Source: an optimization exercise on an open RTL-to-GDS flow (aim: small area, a short achievable clock period and few clock cycles). Production flows keep margins and buffers that such runs may drop.
RTL that was checked went through simulation tests only; none was proved equivalent to the original.

==> 08-19: inputs <==
// indexed_array_insert_remove
module indexed_array_insert_remove (
  input  logic        clk_i,
  input  logic        rst_ni,
  input  logic        req_valid_i,
  output logic        req_ready_o,
  input  logic [2:0]  req_op_i,
  input  logic [6:0]  req_index_i,
  input  logic [6:0]  req_length_i,
  input  logic [31:0] req_value_i,
  output logic        rsp_valid_o,
  input  logic        rsp_ready_i,
  output logic [1:0]  rsp_status_o,
  output logic [6:0]  rsp_count_o,
  output logic [31:0] rsp_read_value_o
);
==> flow/config.mk <==
export PLATFORM = sky130hd
export DESIGN_NAME = indexed_array_insert_remove
export DESIGN_NICKNAME = indexed_array_insert_remove
export VERILOG_FILES = /design/flow/design.v
export SDC_FILE = /design/flow/constraint.sdc
export NUM_CORES = 4
export LEC_CHECK = 0
export ABC_CLOCK_PERIOD_IN_PS = 2000
export CAP_MARGIN = 20
export CELL_PAD_IN_SITES_DETAIL_PLACEMENT = 2
export CELL_PAD_IN_SITES_GLOBAL_PLACEMENT = 2
export CORE_MARGIN = 2
export CORE_UTILIZATION = 28
export PLACE_DENSITY = 0.5
export SETUP_SLACK_MARGIN = 2.3
export SLEW_MARGIN = 20
==> flow/constraint.sdc <==
create_clock -name core_clock -period 5.0 [get_ports {clk_i}]
set_input_delay 1.0000 -clock core_clock [delete_from_list [all_inputs] [get_ports {clk_i}]]
set_output_delay 1.0000 -clock core_clock [all_outputs]
set_load 0.01 [all_outputs]
run.sh (not shown) runs the stock make flow with config.mk's settings and CLKGATE_MAP_FILE= SYNTH_SCRIPT=/design/flow/synth_recipe.tcl, a recipe that flattens the netlist after the stock synthesis.
==> 05-17 (differences from 08-19) <==
--- a/flow/design.v
+++ b/flow/design.v
@@ -94,44 +94,34 @@
   logic [iair_pkg::DataW-1:0] q_val_q;
   logic                       q_rd_q;
   logic [SW-1:0]              q_status_q;
   logic [AW-1:0]              ord_q [DEPTH];
   logic [AW-1:0]              ord_d [DEPTH];
   logic                       y_vld_q;
   logic [SW-1:0]              y_status_q;
   logic [CW-1:0]              y_count_q;
-  logic                       y_rd_q;
-  logic [AW-1:0]              y_slot_q;    
-  logic                       s_vld_q;
-  logic [SW-1:0]              s_status_q;
-  logic [CW-1:0]              s_count_q;
-  logic                       s_rd_q;
-  logic [AW-1:0]              s_slot_q;
-  logic                       o_vld_q;
-  iair_pkg::rsp_t             o_q;
+  logic [DEPTH-1:0]           y_sel_q;     
+  logic                       o_vld_q, s_vld_q;
+  iair_pkg::rsp_t             o_q, s_q;
   logic room_q;     
   logic ready_q;    
   logic qgo;        
   logic qfree;      
   logic rmove;      
   logic take;       
   logic pop;
-  logic ofree;      
-  logic oload;      
-  logic ymove;      
+  logic ymove;
   assign qgo   = q_vld_q && room_q;
   assign qfree = !q_vld_q || (room_q && !q_long_q);
   assign rmove = r_vld_q && qfree;
   assign req_ready_o = ready_q;   
   assign take  = req_valid_i && req_ready_o;
   assign pop   = o_vld_q && rsp_ready_i;
-  assign ofree = !o_vld_q || pop;
-  assign oload = ofree && (s_vld_q || y_vld_q);
-  assign ymove = y_vld_q && (ofree || !s_vld_q);
+  assign ymove = y_vld_q && (!(o_vld_q && s_vld_q) || pop);
   assign rsp_valid_o = o_vld_q;
   assign rsp_data_o  = o_q;
   logic [K-1:0] dn_first, dn_next;
   logic [K-1:0] dn_in;
   logic [IW-1:0] len_next;
   assign len_next = q_len_q - IW'(K);
   assign dn_first = r_dn_q;
   always_comb begin
@@ -141,16 +131,17 @@
     end
     dn_next[K-1]  = (len_next >= IW'(K));
     dn_in[K-1]    = (req_data_i.length >= IW'(K));
   end
   logic [SW-1:0]              status;
   logic                       ins_ok, rem_ok, rd_ok;
   logic [CW-1:0]              count_d;
   logic [DEPTH-1:0]           th;
+  logic [DEPTH-1:0]           sel;
   logic                       is_ins, is_rem, is_rd;
   logic                       idx_lt, idx_le, end_le, full, pos_ok;
   logic [IW:0]                end_x;
   logic [CW-1:0]              cnt_inc, cnt_dec;
   assign is_ins = r_at_q || r_frt_q || r_bck_q;
   assign is_rem = r_rem_q;
   assign is_rd  = r_rd_q;
   assign idx_lt = r_idx_q <  IW'(count_q);
@@ -175,16 +166,19 @@
       else if (!end_le) status = iair_pkg::ST_BAD_LEN;
     end
     if (is_rd && !idx_lt) status = iair_pkg::ST_BAD_IDX;
     count_d = ({CW{ins_ok}} & cnt_inc) | ({CW{rem_ok}} & cnt_dec) |
               ({CW{!ins_ok && !rem_ok}} & count_q);
   end
   always_comb begin
     for (int j = 0; j < DEPTH; j++) begin
+      if (r_frt_q)      sel[j] = (j == 0);
+      else if (r_bck_q) sel[j] = IW'(count_q) == IW'(j);
+      else              sel[j] = r_idx_q == IW'(j);
       if (r_frt_q)      th[j] = 1'b1;
       else if (r_bck_q) th[j] = IW'(count_q) <= IW'(j);
       else              th[j] = r_idx_q <= IW'(j);
     end
   end
   logic                       ins;
   logic                       shift;
   logic [K-1:0]               dn;
@@ -220,30 +214,24 @@
   end
   always_ff @(posedge clk_i or negedge rst_ni) begin
     if (!rst_ni) begin
       for (int j = 0; j < DEPTH; j++) ord_q[j] <= AW'(j);
     end else begin
       for (int j = 0; j < DEPTH; j++) ord_q[j] <= ord_d[j];
     end
   end
-  logic [SW-1:0]  src_status;
-  logic [CW-1:0]  src_count;
-  logic           src_rd;
-  logic [AW-1:0]  src_slot;
-  assign src_status = s_vld_q ? s_status_q : y_status_q;
-  assign src_count  = s_vld_q ? s_count_q  : y_count_q;
-  assign src_rd     = s_vld_q ? s_rd_q     : y_rd_q;
-  assign src_slot   = s_vld_q ? s_slot_q   : y_slot_q;
+  iair_pkg::rsp_t rsp_new;
   assign mem_we_o    = ins;
   assign mem_waddr_o = ord_q[DEPTH-1];
   assign mem_wdata_o = q_val_q;
-  always_comb begin
-    for (int j = 0; j < DEPTH; j++) mem_rsel_o[j] = src_rd && (src_slot == AW'(j));
-  end
+  assign mem_rsel_o = y_sel_q;
+  assign rsp_new.status     = y_status_q;
+  assign rsp_new.count      = y_count_q;
+  assign rsp_new.read_value = mem_rdata_i;
   logic r_vld_d, q_vld_d, q_cont_d, q_long_d, q_ins_d, q_rem_d;
   logic y_vld_d, o_vld_d, s_vld_d;
   always_comb begin
     r_vld_d  = r_vld_q;
     q_vld_d  = q_vld_q;
     q_cont_d = q_cont_q;
     q_long_d = q_long_q;
     q_ins_d  = q_ins_q;
@@ -263,20 +251,23 @@
       q_vld_d  = q_long_q;
       q_cont_d = q_long_q;
       q_long_d = q_long_q && (q_len_q > IW'(2 * K));
       q_ins_d  = 1'b0;
       q_rem_d  = q_long_q;
     end
     if (qgo && !q_cont_q) y_vld_d = 1'b1;
     else if (ymove)       y_vld_d = 1'b0;
-    if (oload)    o_vld_d = 1'b1;
-    else if (pop) o_vld_d = 1'b0;
-    if (s_vld_q)  s_vld_d = !ofree || y_vld_q;
-    else          s_vld_d = y_vld_q && !ofree;
+    if (pop) begin
+      o_vld_d = s_vld_q || ymove;
+      s_vld_d = s_vld_q && ymove;
+    end else if (ymove) begin
+      o_vld_d = 1'b1;
+      s_vld_d = o_vld_q;
+    end
   end
   always_ff @(posedge clk_i or negedge rst_ni) begin
     if (!rst_ni) begin
       r_vld_q  <= 1'b0;
       count_q  <= '0;
       q_vld_q  <= 1'b0;
       q_cont_q <= 1'b0;
       q_long_q <= 1'b0;
@@ -314,43 +305,55 @@
       r_lenz_q <= (req_data_i.length == '0);
       r_long_q <= (req_data_i.length > IW'(K));
       r_dn_q   <= dn_in;
       r_idx_q <= req_data_i.index;
       r_len_q <= req_data_i.length;
       r_val_q <= req_data_i.value;
     end
     if (rmove) begin
-      q_th_q     <= th;
-      for (int j = 0; j < DEPTH; j++) q_sel_q[j] <= th[j] && !((j > 0) ? th[(j > 0) ? j - 1 : 0] : 1'b0);
       q_dn_q     <= dn_first;
       q_len_q    <= r_len_q;
       q_val_q    <= r_val_q;
       q_rd_q     <= rd_ok;
       q_status_q <= status;
     end else if (qgo) begin
       q_len_q    <= len_next;
       q_dn_q     <= dn_next;
     end
     if (qgo && !q_cont_q) begin
       y_status_q <= q_status_q;
       y_count_q  <= count_q;    
-      y_rd_q     <= q_rd_q;
-      y_slot_q   <= win_sel[AW-1:0];
     end
-    if (ymove && (s_vld_q || !ofree)) begin
-      s_status_q <= y_status_q;
-      s_count_q  <= y_count_q;
-      s_rd_q     <= y_rd_q;
-      s_slot_q   <= y_slot_q;
-    end
-    if (oload) begin
-      o_q.status     <= src_status;
-      o_q.count      <= src_count;
-      o_q.read_value <= mem_rdata_i;
+    if (pop) begin
+      if (s_vld_q && ymove) s_q <= rsp_new;
+    end else if (ymove) begin
+      if (o_vld_q) s_q <= rsp_new;
+    end
+  end
+  always_ff @(posedge clk_i or negedge rst_ni) begin
+    if (!rst_ni) begin
+      q_th_q  <= '0;
+      q_sel_q <= '0;
+      y_sel_q <= '0;
+      o_q     <= '0;
+    end else begin
+      if (rmove) begin
+        q_th_q  <= th;
+        q_sel_q <= sel;
+      end
+      if (qgo && !q_cont_q) begin
+        for (int j = 0; j < DEPTH; j++) y_sel_q[j] <= q_rd_q && (win_sel[AW-1:0] == AW'(j));
+      end
+      if (pop) begin
+        if (s_vld_q)    o_q <= s_q;
+        else if (ymove) o_q <= rsp_new;
+      end else if (ymove && !o_vld_q) begin
+        o_q <= rsp_new;
+      end
     end
   end
 endmodule
 `timescale 1ns / 1ps
 module indexed_array_insert_remove (
   input  logic        clk_i,
   input  logic        rst_ni,
   input  logic        req_valid_i,
- CORE_MARGIN: 2 -> 5
- CTS_CLUSTER_DIAMETER: unset -> 60
- CTS_CLUSTER_SIZE: unset -> 20
- SETUP_SLACK_MARGIN: 2.3 -> 1.9
==> notes <==
In 05-17 the sequential cell count is higher than in 08-19, by 82. Between 05-17 and 08-19, the lower critical path depth is in 05-17 (gap 4). In 05-17 the die area is higher than in 08-19, by about 4.3%. Of 05-17 and 08-19, 05-17 has the higher worst setup slack (gap 0.34 ns). Of 05-17 and 08-19, 05-17 has the higher hold slack (gap 0.41 ns).
Testbench counts of 08-19, summed over its fixed seeds: cycles 5,023.
Testbench counts of 05-17, summed over its fixed seeds: cycles 5,023.

==> inputs of branch amber <==
indexed_array_insert_remove, a different RTL version from the one above (not shown whole).
// indexed_array_insert_remove
module indexed_array_insert_remove (
  input  logic        clk_i,
  input  logic        rst_ni,
  input  logic        req_valid_i,
  output logic        req_ready_o,
  input  logic [2:0]  req_op_i,
  input  logic [6:0]  req_index_i,
  input  logic [6:0]  req_length_i,
  input  logic [31:0] req_value_i,
  output logic        rsp_valid_o,
  input  logic        rsp_ready_i,
  output logic [1:0]  rsp_status_o,
  output logic [6:0]  rsp_count_o,
  output logic [31:0] rsp_read_value_o
);
clock: 5.0 ns
lec_check: 0
abc_clock_period_in_ps: 2500
cap_margin: 20
cell_pad_in_sites_detail_placement: 2
cell_pad_in_sites_global_placement: 2
core_margin: 2
core_utilization: 30
place_density: 0.5
setup_slack_margin: 2.0
slew_margin: 20
==> branch nickel: changes against branch amber <==
--- a/flow/design.v
+++ b/flow/design.v
@@ -31,26 +31,28 @@
   parameter int unsigned DEPTH = 64,
   parameter int unsigned AW    = $clog2(DEPTH)
 ) (
   input  logic                            clk_i,
   input  logic                            we_i,
   input  logic [AW-1:0]                   waddr_i,
   input  logic [iair_pkg::DataW-1:0]      wdata_i,
-  input  logic [DEPTH-1:0]                rsel_i,    
+  input  logic [AW-1:0]                   raddr_i,
   output logic [iair_pkg::DataW-1:0]      rdata_o
 );
   logic [iair_pkg::DataW-1:0] mem_q [DEPTH];
   always_ff @(posedge clk_i) begin
     if (we_i) begin
       mem_q[waddr_i] <= wdata_i;
     end
   end
+  logic [DEPTH-1:0] rsel;
   always_comb begin
+    for (int j = 0; j < DEPTH; j++) rsel[j] = (raddr_i == AW'(j));
     rdata_o = '0;
-    for (int j = 0; j < DEPTH; j++) rdata_o = rdata_o | ({iair_pkg::DataW{rsel_i[j]}} & mem_q[j]);
+    for (int j = 0; j < DEPTH; j++) rdata_o = rdata_o | ({iair_pkg::DataW{rsel[j]}} & mem_q[j]);
   end
 endmodule
 `timescale 1ns / 1ps
 module iair_ctrl #(
   parameter int unsigned DEPTH = 64,
   parameter int unsigned K     = 4,
   parameter int unsigned AW    = $clog2(DEPTH)
@@ -62,49 +64,45 @@
   input  iair_pkg::req_t                  req_data_i,
   output logic                            rsp_valid_o,
   input  logic                            rsp_ready_i,
   output iair_pkg::rsp_t                  rsp_data_o,
   output logic                            mem_we_o,
   output logic [AW-1:0]                   mem_waddr_o,
   output logic [iair_pkg::DataW-1:0]      mem_wdata_o,
-  output logic [DEPTH-1:0]                mem_rsel_o,
+  output logic [AW-1:0]                   mem_raddr_o,
   input  logic [iair_pkg::DataW-1:0]      mem_rdata_i
 );
   localparam int unsigned CW = iair_pkg::CntW;
   localparam int unsigned IW = iair_pkg::IdxW;
   localparam int unsigned SW = iair_pkg::StatW;
   logic                       r_vld_q;
-  logic                       r_at_q, r_frt_q, r_bck_q, r_rem_q, r_rd_q;   
-  logic [IW:0]                r_end_q;     
-  logic                       r_lenz_q;    
-  logic                       r_long_q;    
-  logic [K-1:0]               r_dn_q;      
+  logic [iair_pkg::OpW-1:0]   r_op_q;
   logic [IW-1:0]              r_idx_q;
   logic [IW-1:0]              r_len_q;
   logic [iair_pkg::DataW-1:0] r_val_q;
   logic [CW-1:0]              count_q;
   logic                       q_vld_q;
   logic                       q_cont_q;    
   logic                       q_long_q;    
   logic                       q_ins_q;     
   logic                       q_rem_q;     
   logic [K-1:0]               q_dn_q;      
-  logic [DEPTH-1:0]           q_sel_q;     
   logic [DEPTH-1:0]           q_th_q;      
   logic [IW-1:0]              q_len_q;     
   logic [iair_pkg::DataW-1:0] q_val_q;
   logic                       q_rd_q;
   logic [SW-1:0]              q_status_q;
+  logic [CW-1:0]              q_count_q;
   logic [AW-1:0]              ord_q [DEPTH];
   logic [AW-1:0]              ord_d [DEPTH];
   logic                       y_vld_q;
   logic [SW-1:0]              y_status_q;
   logic [CW-1:0]              y_count_q;
   logic                       y_rd_q;
-  logic [AW-1:0]              y_slot_q;    
+  logic [AW-1:0]              y_slot_q;
   logic                       o_vld_q, s_vld_q;
   iair_pkg::rsp_t             o_q, s_q;
   logic room;       
   logic qgo;        
   logic qfree;      
   logic rmove;      
   logic take;       
@@ -117,68 +115,66 @@
   assign req_ready_o = ready_q;   
   assign take  = req_valid_i && req_ready_o;
   assign pop   = o_vld_q && rsp_ready_i;
   assign ymove = y_vld_q && (!(o_vld_q && s_vld_q) || pop);
   assign rsp_valid_o = o_vld_q;
   assign rsp_data_o  = o_q;
   logic [K-1:0] dn_first, dn_next;
-  logic [K-1:0] dn_in;
   logic [IW-1:0] len_next;
   assign len_next = q_len_q - IW'(K);
-  assign dn_first = r_dn_q;
   always_comb begin
     for (int s = 1; s < K; s++) begin
-      dn_in[s-1]    = (req_data_i.length == IW'(s));
+      dn_first[s-1] = (r_len_q == IW'(s));
       dn_next[s-1]  = (len_next == IW'(s));
     end
+    dn_first[K-1] = (r_len_q >= IW'(K));
     dn_next[K-1]  = (len_next >= IW'(K));
-    dn_in[K-1]    = (req_data_i.length >= IW'(K));
   end
   logic [SW-1:0]              status;
   logic                       ins_ok, rem_ok, rd_ok;
   logic [CW-1:0]              count_d;
   logic [DEPTH-1:0]           th;
   logic                       is_ins, is_rem, is_rd;
   logic                       idx_lt, idx_le, end_le, full, pos_ok;
   logic [IW:0]                end_x;
-  logic [CW-1:0]              cnt_inc, cnt_dec;
-  assign is_ins = r_at_q || r_frt_q || r_bck_q;
-  assign is_rem = r_rem_q;
-  assign is_rd  = r_rd_q;
+  assign is_ins = (r_op_q == iair_pkg::OP_INS_AT) || (r_op_q == iair_pkg::OP_INS_FRT) ||
+                  (r_op_q == iair_pkg::OP_INS_BCK);
+  assign is_rem = (r_op_q == iair_pkg::OP_REMOVE);
+  assign is_rd  = (r_op_q == iair_pkg::OP_READ);
   assign idx_lt = r_idx_q <  IW'(count_q);
   assign idx_le = r_idx_q <= IW'(count_q);
-  assign end_x  = r_end_q;
+  assign end_x  = {1'b0, r_idx_q} + {1'b0, r_len_q};
   assign end_le = end_x <= (IW + 1)'(count_q);
   assign full   = count_q[CW-1];                  
-  assign pos_ok = !r_at_q || idx_le;
-  assign cnt_inc = count_q + CW'(1);
-  assign cnt_dec = count_q - CW'(r_len_q);
+  assign pos_ok = (r_op_q != iair_pkg::OP_INS_AT) || idx_le;
   always_comb begin
     ins_ok = is_ins && pos_ok && !full;
-    rem_ok = is_rem && idx_lt && end_le && !r_lenz_q;
+    rem_ok = is_rem && idx_lt && end_le && (r_len_q != '0);
     rd_ok  = is_rd && idx_lt;
     status = iair_pkg::ST_OK;
     if (is_ins) begin
       if (!pos_ok)      status = iair_pkg::ST_BAD_IDX;
       else if (full)    status = iair_pkg::ST_FULL;
     end
     if (is_rem) begin
       if (!idx_lt)      status = iair_pkg::ST_BAD_IDX;
       else if (!end_le) status = iair_pkg::ST_BAD_LEN;
     end
     if (is_rd && !idx_lt) status = iair_pkg::ST_BAD_IDX;
-    if (ins_ok)      count_d = cnt_inc;
-    else if (rem_ok) count_d = cnt_dec;
+    if (ins_ok)      count_d = count_q + CW'(1);
+    else if (rem_ok) count_d = count_q - CW'(r_len_q);
     else             count_d = count_q;
   end
   always_comb begin
     for (int j = 0; j < DEPTH; j++) begin
-      if (r_frt_q)      th[j] = 1'b1;
-      else if (r_bck_q) th[j] = IW'(count_q) <= IW'(j);
-      else              th[j] = r_idx_q <= IW'(j);
+      case (r_op_q)
+        iair_pkg::OP_INS_FRT: th[j] = 1'b1;
+        iair_pkg::OP_INS_BCK: th[j] = IW'(count_q) <= IW'(j);
+        default:              th[j] = r_idx_q <= IW'(j);
+      endcase
     end
   end
   logic                       ins;
   logic                       shift;
   logic [K-1:0]               dn;
   logic [K*AW-1:0]            win [DEPTH];
   logic [K*AW-1:0]            win_sel;
@@ -187,15 +183,15 @@
   assign ins   = qgo && q_ins_q;
   assign shift = qgo && q_rem_q;
   assign dn    = q_dn_q;
   always_comb begin
     for (int j = 0; j < DEPTH; j++) begin
       for (int k = 0; k < K; k++) win[j][k*AW +: AW] = ord_q[(j + k) % DEPTH];
     end
-    isel = q_sel_q;
+    for (int j = 0; j < DEPTH; j++) isel[j] = q_th_q[j] && !((j > 0) ? q_th_q[(j > 0) ? j - 1 : 0] : 1'b0);
     win_sel = '0;
     for (int j = 0; j < DEPTH; j++) win_sel = win_sel | ({K*AW{isel[j]}} & win[j]);
     for (int m = 0; m < DEPTH; m++) ext[m] = ord_q[m];
     for (int k = 0; k < K; k++) ext[DEPTH + k] = win_sel[k*AW +: AW];
   end
   always_comb begin
     for (int j = 0; j < DEPTH; j++) begin
@@ -217,17 +213,15 @@
       for (int j = 0; j < DEPTH; j++) ord_q[j] <= ord_d[j];
     end
   end
   iair_pkg::rsp_t rsp_new;
   assign mem_we_o    = ins;
   assign mem_waddr_o = ord_q[DEPTH-1];
   assign mem_wdata_o = q_val_q;
-  always_comb begin
-    for (int j = 0; j < DEPTH; j++) mem_rsel_o[j] = (y_slot_q == AW'(j));
-  end
+  assign mem_raddr_o = y_slot_q;
   assign rsp_new.status     = y_status_q;
   assign rsp_new.count      = y_count_q;
   assign rsp_new.read_value = y_rd_q ? mem_rdata_i : '0;
   logic r_vld_d, q_vld_d, q_cont_d, q_long_d, q_ins_d, q_rem_d;
   logic y_vld_d, o_vld_d, s_vld_d;
   logic ready_q;
   always_comb begin
@@ -241,15 +235,15 @@
     o_vld_d  = o_vld_q;
     s_vld_d  = s_vld_q;
     if (take)       r_vld_d = 1'b1;
     else if (rmove) r_vld_d = 1'b0;
     if (rmove) begin
       q_vld_d  = 1'b1;
       q_cont_d = 1'b0;
-      q_long_d = rem_ok && r_long_q;
+      q_long_d = rem_ok && (r_len_q > IW'(K));
       q_ins_d  = ins_ok;
       q_rem_d  = rem_ok;
     end else if (qgo) begin
       q_vld_d  = q_long_q;
       q_cont_d = q_long_q;
       q_long_d = q_long_q && (q_len_q > IW'(2 * K));
       q_ins_d  = 1'b0;
@@ -291,42 +285,34 @@
       s_vld_q  <= s_vld_d;
       ready_q  <= !r_vld_d || !q_vld_d ||
                   (!(y_vld_d && o_vld_d && s_vld_d) && !q_long_d);
     end
   end
   always_ff @(posedge clk_i) begin
     if (take) begin
-      r_at_q   <= (req_data_i.op == iair_pkg::OP_INS_AT);
-      r_frt_q  <= (req_data_i.op == iair_pkg::OP_INS_FRT);
-      r_bck_q  <= (req_data_i.op == iair_pkg::OP_INS_BCK);
-      r_rem_q  <= (req_data_i.op == iair_pkg::OP_REMOVE);
-      r_rd_q   <= (req_data_i.op == iair_pkg::OP_READ);
-      r_end_q  <= {1'b0, req_data_i.index} + {1'b0, req_data_i.length};
-      r_lenz_q <= (req_data_i.length == '0);
-      r_long_q <= (req_data_i.length > IW'(K));
-      r_dn_q   <= dn_in;
+      r_op_q  <= req_data_i.op;
       r_idx_q <= req_data_i.index;
       r_len_q <= req_data_i.length;
       r_val_q <= req_data_i.value;
     end
     if (rmove) begin
       q_th_q     <= th;
-      for (int j = 0; j < DEPTH; j++) q_sel_q[j] <= th[j] && !((j > 0) ? th[(j > 0) ? j - 1 : 0] : 1'b0);
       q_dn_q     <= dn_first;
       q_len_q    <= r_len_q;
       q_val_q    <= r_val_q;
       q_rd_q     <= rd_ok;
       q_status_q <= status;
+      q_count_q  <= count_d;
     end else if (qgo) begin
       q_len_q    <= len_next;
       q_dn_q     <= dn_next;
     end
     if (qgo && !q_cont_q) begin
       y_status_q <= q_status_q;
-      y_count_q  <= count_q;    
+      y_count_q  <= q_count_q;
       y_rd_q     <= q_rd_q;
       y_slot_q   <= win_sel[AW-1:0];
     end
     if (pop) begin
       if (s_vld_q) begin
         o_q <= s_q;
         if (ymove) s_q <= rsp_new;
@@ -359,15 +345,15 @@
   localparam int unsigned K     = 4;
   localparam int unsigned AW    = $clog2(DEPTH);
   iair_pkg::req_t             req_data;
   iair_pkg::rsp_t             rsp_data;
   logic                       mem_we;
   logic [AW-1:0]              mem_waddr;
   logic [iair_pkg::DataW-1:0] mem_wdata;
-  logic [DEPTH-1:0]           mem_rsel;
+  logic [AW-1:0]              mem_raddr;
   logic [iair_pkg::DataW-1:0] mem_rdata;
   assign req_data.op     = req_op_i;
   assign req_data.index  = req_index_i;
   assign req_data.length = req_length_i;
   assign req_data.value  = req_value_i;
   assign rsp_status_o     = rsp_data.status;
   assign rsp_count_o      = rsp_data.count;
@@ -384,22 +370,22 @@
     .req_data_i  (req_data),
     .rsp_valid_o (rsp_valid_o),
     .rsp_ready_i (rsp_ready_i),
     .rsp_data_o  (rsp_data),
     .mem_we_o    (mem_we),
     .mem_waddr_o (mem_waddr),
     .mem_wdata_o (mem_wdata),
-    .mem_rsel_o  (mem_rsel),
+    .mem_raddr_o (mem_raddr),
     .mem_rdata_i (mem_rdata)
   );
   iair_mem #(
     .DEPTH (DEPTH),
     .AW    (AW)
   ) u_mem (
     .clk_i   (clk_i),
     .we_i    (mem_we),
     .waddr_i (mem_waddr),
     .wdata_i (mem_wdata),
-    .rsel_i  (mem_rsel),
+    .raddr_i (mem_raddr),
     .rdata_o (mem_rdata)
   );
 endmodule
CELL_PAD_IN_SITES_DETAIL_PLACEMENT = default   (was 2)
CELL_PAD_IN_SITES_GLOBAL_PLACEMENT = default   (was 2)
CORE_UTILIZATION = 40   (was 30)
MIN_ROUTING_LAYER = met2   (was default)
PLACE_DENSITY = 0.6   (was 0.5)
SETUP_SLACK_MARGIN = 2.2   (was 2.0)
==> results.sh <==
export IMPL_taps=5520
export IMPL_p_comb_mw=23.3
export IMPL_worst_path_dominant_cell_family="simple AND/OR/NAND/NOR gates"
export IMPL_number_of_antenna_violations_at_the_first_check_in_global_routing=103
export IMPL_top_layer="met5"
export IMPL_outcome="finished clean"
export IMPL_clk_pin_slew_worst_paths_ns=0.07
export IMPL_cp_required_ns=5.70
export IMPL_initialDrtViolationCount=18200
export IMPL_clock_network_share_of_area_pct=6.63
That was branch amber.
==> results.sh <==
export IMPL_lastStage="global routing"
export IMPL_post_synth_inst_count=11400
export IMPL_globalplace_congestion=1.43
export IMPL_outcome="stopped before the end"
export IMPL_dominant_synthesized_flop_cell="sky130_fd_sc_hd__edfxtp_1"
export IMPL_grt_first_pass_wirelength_um=1550000
export IMPL_tool_error="[ERROR GRT-0116] Global routing finished with congestion. Check the congestion regions in the DRC Viewer."
export IMPL_grt_remaining_overflow=13900
export IMPL_edff_count_synth=2312
That was branch nickel.
Testbench counts of branch amber, summed over its fixed seeds: cycles 5,023.
The RTL of branch nickel was laid out without a check of its function.

[re-timing with driven ports]
In the flow no input, the clock included, has a driving cell. The finished layouts below were timed again as built, in two steps. Step 1 (the two cells are an assumption about what drives the block):
set clk [get_ports {clk_i}]
set_driving_cell -lib_cell sky130_fd_sc_hd__clkbuf_16 $clk
set_driving_cell -lib_cell sky130_fd_sc_hd__buf_2 [delete_from_list [all_inputs] $clk]
Step 2 adds t to the input delays and takes it off the output delays; t is the mean of the earliest and latest rising clock arrival at the registers after step 1. Input paths then give back, and output paths get back, about the clock's delay inside the block. a / b / c = no drivers / after step 1 / after step 2; a / b = the first two.
run | t, ns | slack for setup (ns) | worst hold slack (ns) | worst setup path at the end | latest minus earliest clock arrival (ns)
08-19 | 1.078 | 1.418 / 1.418 / 1.418 | 0.015 / -0.047 / 0.414 | register to register | 0.096 / 0.096
05-17 | 1.055 | 1.758 / 1.758 / 1.489 | 0.420 / 0.420 / 0.420 | input to register | 0.090 / 0.090
branch amber | 1.102 | 1.384 / 1.384 / 1.384 | 0.032 / -0.047 / 0.390 | register to register | 0.092 / 0.092
After both steps every run listed still meets setup and hold. The setup slack of 05-17, which loses most, moves by 0.000 ns with the drivers and by -0.269 ns with both steps.
